Background: an optimization exercise with open tools, aiming at small area and a short achievable clock period. Do not read the settings as production practice.
Only simulation tests tie the RTL to the original design; equivalence was not proved.
No activity file was given, so power comes from the tool's default toggle rates.

==> design/flow/design.v <==
package wb_pkg;
    typedef enum logic [1:0] {
        EMPTY  = 2'd0,
        ACK_RD = 2'd1,
        ACK_WR = 2'd2,
        ERR    = 2'd3
    } rsp_e;
    localparam int LATENCY_MIN = 1;
    localparam int LATENCY_MAX = 8;
    localparam int MAX_OUT_MIN = 1;
    function automatic logic rsp_is_ack(input rsp_e c);
        rsp_is_ack = (c == wb_pkg::ACK_RD) || (c == wb_pkg::ACK_WR);
    endfunction
endpackage
module wb_tgt_mem_pipe #(
    parameter int LATENCY = 2,
    parameter int DW      = 16,
    parameter int TW      = 1
) (
    input  logic          clk_i,
    input  logic          async_rst_n_i,
    input  logic          flush_i,
    input  logic          ld_i,
    input  wb_pkg::rsp_e  ld_code_i,
    input  logic [DW-1:0] ld_dat_i,
    input  logic [TW-1:0] ld_tag_i,
    output wb_pkg::rsp_e  out_code_o,
    output logic [DW-1:0] out_dat_o,
    output logic [TW-1:0] out_tag_o
);
    wb_pkg::rsp_e  code_q [LATENCY];
    logic [DW-1:0] dat_q  [LATENCY];
    logic [TW-1:0] tag_q  [LATENCY];
    always_ff @(posedge clk_i or negedge async_rst_n_i) begin
        if (!async_rst_n_i) begin
            for (int i = 0; i < LATENCY; i++) begin
                code_q[i] <= wb_pkg::EMPTY;
                dat_q[i]  <= '0;
                tag_q[i]  <= '0;
            end
        end else begin
            code_q[0] <= (ld_i && !flush_i) ? ld_code_i : wb_pkg::EMPTY;
            dat_q[0]  <= ld_dat_i;
            tag_q[0]  <= ld_tag_i;
            for (int i = 1; i < LATENCY; i++) begin
                code_q[i] <= flush_i ? wb_pkg::EMPTY : code_q[i-1];
                dat_q[i]  <= dat_q[i-1];
                tag_q[i]  <= tag_q[i-1];
            end
        end
    end
    assign out_code_o = code_q[LATENCY-1];
    assign out_dat_o  = dat_q[LATENCY-1];
    assign out_tag_o  = tag_q[LATENCY-1];
endmodule
module wb_tgt_mem #(
    parameter int ADR_WIDTH  = 16,
    parameter int DAT_WIDTH  = 16,
    parameter int SEL_WIDTH  = 2,
    parameter int TGA_WIDTH  = 1,
    parameter int TGC_WIDTH  = 1,
    parameter int TGRD_WIDTH = 1,
    parameter int TGWD_WIDTH = 1,
    parameter int MEM_AW     = 8,
    parameter int LATENCY    = 2,
    parameter int MAX_OUT    = 2
) (
    input  logic                  clk_i,
    input  logic                  async_rst_n_i,
    input  logic                  tgt_cyc_i,
    input  logic                  tgt_stb_i,
    input  logic                  tgt_we_i,
    input  logic                  tgt_lock_i,
    input  logic [SEL_WIDTH-1:0]  tgt_sel_i,
    input  logic [ADR_WIDTH-1:0]  tgt_adr_i,
    input  logic [DAT_WIDTH-1:0]  tgt_dat_i,
    input  logic [TGA_WIDTH-1:0]  tgt_tga_i,
    input  logic [TGC_WIDTH-1:0]  tgt_tgc_i,
    input  logic [TGWD_WIDTH-1:0] tgt_tgd_i,
    output logic                  tgt_ack_o,
    output logic                  tgt_err_o,
    output logic                  tgt_rty_o,
    output logic                  tgt_stall_o,
    output logic [DAT_WIDTH-1:0]  tgt_dat_o,
    output logic [TGRD_WIDTH-1:0] tgt_tgd_o
);
    localparam int LW = DAT_WIDTH / SEL_WIDTH;
    localparam int CW = $clog2(MAX_OUT + 1);
    if (LATENCY < wb_pkg::LATENCY_MIN || LATENCY > wb_pkg::LATENCY_MAX || MAX_OUT < wb_pkg::MAX_OUT_MIN ||
        MAX_OUT > LATENCY || DAT_WIDTH % SEL_WIDTH != 0 || MEM_AW > ADR_WIDTH) begin : g_bad_cfg
        $error("wb_tgt_mem: illegal parameter combination");
    end
    logic [DAT_WIDTH-1:0]  mem [2**MEM_AW];
    logic [MEM_AW-1:0]     idx;
    logic                  acc;
    logic                  in_rng;
    logic                  rsp;
    logic [CW-1:0]         cnt_q;
    wb_pkg::rsp_e          ld_code;
    wb_pkg::rsp_e          out_code;
    logic [DAT_WIDTH-1:0]  out_dat;
    logic [TGRD_WIDTH-1:0] out_tag;
    logic                  unused_ok;
    assign unused_ok = ^{tgt_lock_i, tgt_tga_i, tgt_tgd_i};
    assign idx     = tgt_adr_i[MEM_AW-1:0];
    assign in_rng  = ~|(tgt_adr_i >> MEM_AW);
    assign acc     = tgt_cyc_i && tgt_stb_i && !tgt_stall_o;
    assign ld_code = !in_rng ? wb_pkg::ERR : tgt_we_i ? wb_pkg::ACK_WR : wb_pkg::ACK_RD;
    assign rsp         = out_code != wb_pkg::EMPTY;
    assign tgt_stall_o = (cnt_q == CW'(MAX_OUT)) && !rsp;
    always_ff @(posedge clk_i)
        if (acc && in_rng && tgt_we_i && async_rst_n_i)
            for (int l = 0; l < SEL_WIDTH; l++)
                if (tgt_sel_i[l]) mem[idx][l*LW +: LW] <= tgt_dat_i[l*LW +: LW];
    always_ff @(posedge clk_i or negedge async_rst_n_i)
        if (!async_rst_n_i) cnt_q <= '0;
        else cnt_q <= !tgt_cyc_i ? '0 : cnt_q + CW'(acc) - CW'(rsp);
    wb_tgt_mem_pipe #(
        .LATENCY (LATENCY),
        .DW      (DAT_WIDTH),
        .TW      (TGRD_WIDTH)
    ) u_pipe (
        .clk_i         (clk_i),
        .async_rst_n_i (async_rst_n_i),
        .flush_i       (!tgt_cyc_i),
        .ld_i          (acc),
        .ld_code_i     (ld_code),
        .ld_dat_i      (mem[idx]),
        .ld_tag_i      (TGRD_WIDTH'(tgt_tgc_i)),
        .out_code_o    (out_code),
        .out_dat_o     (out_dat),
        .out_tag_o     (out_tag)
    );
    assign tgt_ack_o = tgt_cyc_i && wb_pkg::rsp_is_ack(out_code);
    assign tgt_err_o = tgt_cyc_i && (out_code == wb_pkg::ERR);
    assign tgt_rty_o = 1'b0;
    assign tgt_dat_o = (tgt_cyc_i && out_code == wb_pkg::ACK_RD) ? out_dat : '0;
    assign tgt_tgd_o = (tgt_cyc_i && rsp) ? out_tag : '0;
endmodule
==> design/flow/run.sh <==
#!/bin/bash
# synth_recipe.tcl (not shown) runs the flow's synth.tcl, then flattens the netlist and writes it again
# the make line also repeats each setting of config.mk as NAME=value (left out here)
make -C /OpenROAD-flow-scripts/flow DESIGN_CONFIG=/design/flow/config.mk WORK_HOME=/design/flow/orfs CLKGATE_MAP_FILE= SYNTH_SCRIPT=/design/flow/synth_recipe.tcl finish
==> design/flow/config.mk <==
export PLATFORM = sky130hd
export DESIGN_NAME = wb_tgt_mem
export DESIGN_NICKNAME = wb_tgt_mem
export VERILOG_FILES = /design/flow/design.v
export SDC_FILE = /design/flow/constraint.sdc
export NUM_CORES = 4
export LEC_CHECK = 0
export CAP_MARGIN = 20
export CORE_MARGIN = 2
export CORE_UTILIZATION = 40
export SLEW_MARGIN = 20
==> design/flow/constraint.sdc <==
create_clock -name core_clock -period 5.0 [get_ports {clk_i}]
set_input_delay 1.0000 -clock core_clock [delete_from_list [all_inputs] [get_ports {clk_i}]]
set_output_delay 1.0000 -clock core_clock [all_outputs]
set_load 0.01 [all_outputs]
==> tab_implementation.tex <==
\begin{tabular}{lr}
\hline
Metric & Value \\
\hline
\multicolumn{2}{l}{\textbf{Clock network}} \\
Register clock-pin slew on the reported worst setup and hold paths & roughly 0.060 ns \\
Number of resized instances in the post-cts repair step & 0 \\
Cts-stage hold buffer count & 0 \\
TritonCTS buffer count & 400 \\
Insertion delay of the later-clocked pin in the worst-skew pair & 0.94 ns \\
Clock net sink count & approximately 4,100 \\
Maximum buffer depth of the clock tree & 4 \\
TritonCTS clock tree & yes \\
Clock tree root buffer cell & clkbuf\_16 \\
Number of buffers added for setup after CTS & 0 \\
H-tree lvl count & 5 \\
\multicolumn{2}{l}{\textbf{Worst setup path}} \\
Worst r2r path cells & 10 \\
CP cell instances & inv\_1, ha\_1, and3\_1, clkdlybuf4s50\_1 \\
Worst Path Max Fanout & 16 \\
Slowest cell on the critical path & ha\_1 \\
Max incr delay on CP & a little over 0.7 ns \\
Register-to-Register Setup Slack & roughly 1.7 ns \\
Startpoint of the worst-slack reg-to-reg timing path & u\_pipe.code\_q[1][0] \\
Critical path arrival & 2.97 ns \\
First element of the critical path & u\_pipe.code\_q[1][1] \\
Startpoint kind of the worst setup timing path & register \\
Required time reported for the critical path endpoint & 4.00 ns \\
Classification of the worst setup path & register to output pin \\
Critical R2R Capture & mem[19][14] \\
Critical path endpoint category & output pin \\
\multicolumn{2}{l}{\textbf{Hold path}} \\
Class of the tightest hold or removal check & primary input to asynchronous set/reset pin \\
\multicolumn{2}{l}{\textbf{Power}} \\
Share of total power in combinational logic & about 4.7\% \\
Sw Ratio & a little over a fifth \\
Peak VDD IR & about 280 uV \\
Power per cell area & a little under 400 nW/um\^{}2 \\
Int Power & 56.3 mW \\
Clock network power share & between 40\% and 50\% \\
Switching power & between 10 and 15 mW \\
Seq pwr share & between 50\% and 60\% \\
Leakage dissipation & about 58 nW \\
\multicolumn{2}{l}{\textbf{Flow run}} \\
Max-capacitance violation count & 0 \\
\multicolumn{2}{l}{\textbf{Global routing}} \\
First-pass GRT wire length & roughly 570,000 um \\
Number of antenna violations at the first check in global routing & 22 \\
Via count of the first global-routing pass & 79,200 \\
Total global-route track usage & roughly a fifth \\
Total global routing overflow & 0 \\
Maximum number of pins on one net before global-route repair & $\sim$170 \\
\multicolumn{2}{l}{\textbf{Cells and area}} \\
Final cell area excluding filler cells & approximately 180,000 um\^{}2 \\
Post-layout net count & a little over 8,000 \\
Layout overhead on the synthesized area & 16.9\% \\
Layout cells sized above 1 & 31.1\% \\
Fillcell total & $\sim$32,000 \\
Total area of sequential cells & around 120,000 um\^{}2 \\
Number of non-filler instances in the completed layout & $\sim$14,000 \\
Footprint of the multi-input gates & roughly 32,000 um\^{}2 \\
\multicolumn{2}{l}{\textbf{Floorplan}} \\
Die X & 631 um \\
Initial cell density of the core & around two fifths \\
Die height & 631 um \\
Die area & 399,000 um\^{}2 \\
Rows & 230 \\
Core area & about 390,000 um\^{}2 \\
I/O pin cnt & 64 \\
\multicolumn{2}{l}{\textbf{Logic synthesis}} \\
Number of instances in the synthesized netlist & just over 7,000 \\
Dominant synthesized flop cell & edfxtp\_1 \\
Cell type contributing the most total cell area after synthesis & edfxtp\_1 \\
Number of synthesized flops with an enable pin & between 4,000 and 5,000 \\
Flop and latch count out of synthesis & 4,136 \\
Syn Area/Cell & 22.1 um\^{}2 \\
Cells taking the most area after synthesis & edfxtp\_1 78\%, mux4\_2 15\%, a22oi\_1 2.4\%, nor2\_1 1.2\%, a21oi\_1 0.82\% \\
Synth top area share & between 70 and 80\% \\
Async set or reset register ratio after synthesis & less than 1\% \\
Number of library cell types mapped by synthesis & 32 \\
Part of the Yosys area used for sequential elements & about four fifths \\
Synth warn & 5 \\
Post-Synthesis Cell Area & around 160,000 um\^{}2 \\
Number of nets in the synthesized netlist & between 7,000 and 8,000 \\
Most numerous cell in the Yosys netlist & edfxtp\_1 \\
Cell types with the highest counts after synthesis & 4,096 x edfxtp\_1, 1,024 x mux4\_2, 518 x nor2\_1 \\
\multicolumn{2}{l}{\textbf{Drt}} \\
Average via count per standard cell & roughly 5.6 \\
Residual DRC & 0 \\
Count of TritonRoute iterations in the first routing pass & 8 \\
Wire length after detailed routing & between 300,000 and 400,000 um \\
Average routed wire per standard cell & 29.0 um \\
Total via count in the routed design & 77,300 \\
Detailed router's first-iteration violation count & about 9,000 \\
Post-detailed-route count of antenna-violating nets & 0 \\
\multicolumn{2}{l}{\textbf{Placed design}} \\
Final HPWL DP & 242,000 um \\
Placed instance area & 171,000 um\^{}2 \\
Port Buffers & 59 \\
Global placer's final weighted congestion & 0.850 \\
Inst Count DP & between 10,000 and 15,000 \\
\multicolumn{2}{l}{\textbf{STA}} \\
Final worst clock skew & 0.0458 ns \\
Post-layout min period & around 4.0 ns \\
Final TNS setup & 0 ns \\
Maximum operating frequency & 0.252 GHz \\
Number of endpoints with negative hold slack in the final report & 0 \\
Max-slew violation count & 0 \\
Period Utilization, post-route & slightly below 80\% \\
Final setup violation count & 0 \\
Setup repair after global routing missed its margin & false \\
Slew HR & about 16\% \\
Actual slew at the worst max-slew pin & 1.26 ns \\
\multicolumn{2}{l}{\textbf{Run status}} \\
Run status & complete, no violations \\
\hline
\end{tabular}
## worst max-delay path, delay by kind of cell (launching register included)
family / cells / cell delay, ns
adders and majority gates: 1 / 0.71
buffers and inverters: 2 / 0.62
DFF: 1 / 0.38
and+or+nand+nor: 1 / 0.28
## kinds of logic after synthesis
group | Yosys count | share of synthesized area [%]
compound gates | 833 | 3.61
flops | 4136 | 78.8
xor+xnor | 2 | 0.0111
mux | 1024 | 14.7
fa+ha+maj | 5 | 0.0397
buf+inv | 474 | 1.24
simple gates | 636 | 1.67
other cells | 1 | 0.00238
## layer usage
metal / track usage (%) / share of wire [%]
met5: 0 / 0.0033
met4: 7.67 / 4.1
met3: 3.52 / 7.5
met2: 31.8 / 48
met1: 26.6 / 40
## final cells by class
type,count,area share [%]
well taps,5220,3.55
clock buffers,476,5.70
multi-input cells,2501,17.2
flip-flops and latches,4136,67.4
diodes,98,0.133
clock inverters,256,1.29
repair buffers,1005,4.70
inverters,6,0.0122
## worst max path at each step
stage | depth (start not counted) | slack [ns] | endpoint
3_5_place_dp | 9 | 0.40 | mem[157][4]
6_report | 4 | 1.03 | tgt_dat_o[15]
3_3_place_gp | 9 | 0.42 | mem[6][0]
5_1_grt | 4 | 0.89 | tgt_dat_o[15]
4_1_cts | 4 | 0.92 | tgt_dat_o[15]
2_1_floorplan | 6 | 1.51 | mem[86][0]
## power groups by stage
| stage | sequential (mW) | clock, mW | combinational (mW) |
|---|---|---|---|
| after floorplan | 38.9 | 0 | 1.60 |
| after global placement | 38.9 | 0 | 3.30 |
| after detailed placement | 38.9 | 0 | 3.36 |
| after CTS | 38.2 | 30.3 | 3.36 |
| after global routing | 38.1 | 31.6 | 3.52 |
| final | 38.2 | 29.8 | 3.35 |
## stage by stage
step	total power, mW	setup slack [ns]	hold slack (ns)	utilization (%)
after floorplan	40.5	1.51	0.331	-
after global placement	42.2	0.420	0.336	43.6
after detailed placement	42.3	0.398	0.336	43.6
after CTS	71.8	0.916	0.294	46.8
after global routing	73.2	0.891	0.286	46.9
final	71.3	1.03	0.309	46.9
## cell usage in the layout, fill, tap and decap left out, types with 4 or more instances in the layout
cell type,count
and2_1,8
bufinv_16,40
nand2_1,18
clkdlybuf4s50_1,40
mux4_2,1024
buf_4,878
nand2_4,13
clkinv_2,88
dfrtp_1,40
buf_12,66
and3_1,19
nand2_2,5
nand3_1,13
buf_8,17
inv_6,7
edfxtp_1,4096
ha_1,5
o41ai_1,63
nand3_4,4
inv_1,6
a21oi_1,257
clkinv_8,7
clkinvlp_4,15
nand4_1,16
diode_2,98
clkinv_1,93
a22oi_1,512
nor2_1,516
clkbuf_16,408
clkbuf_1,65
## state kept, by name, indices dropped and copies added, names as in the netlist
register	cells
u_pipe.dat_q	32
mem	4096
u_pipe.code_q	4
u_pipe.tag_q	2
cnt_q	2

separate check: timing with driven ports:
How much do the figures lean on ideal ports? The routed layout below was timed once more, with nothing changed but the port constraints. Step 1 sets driving cells, clkbuf_16 on the clock port and buf_2 on the other inputs (assumed; they add their load-dependent delay and slew). Step 2 times the ports against the registers' clock, not the clock port: input delays grow and output delays shrink by t, the midpoint of the rising clock arrivals with the driver on. a / b / c = no drivers / after step 1 / after step 2; a / b = the first two.
t (ns): 1.046
setup WS [ns]: 1.028 / 0.913 / 0.323
slew at the worst register clock pin (ns): 0.07 / 0.07
After both steps this run still meets setup and hold. The setup slack of this run moves by -0.115 ns with the drivers and by -0.705 ns with both steps.
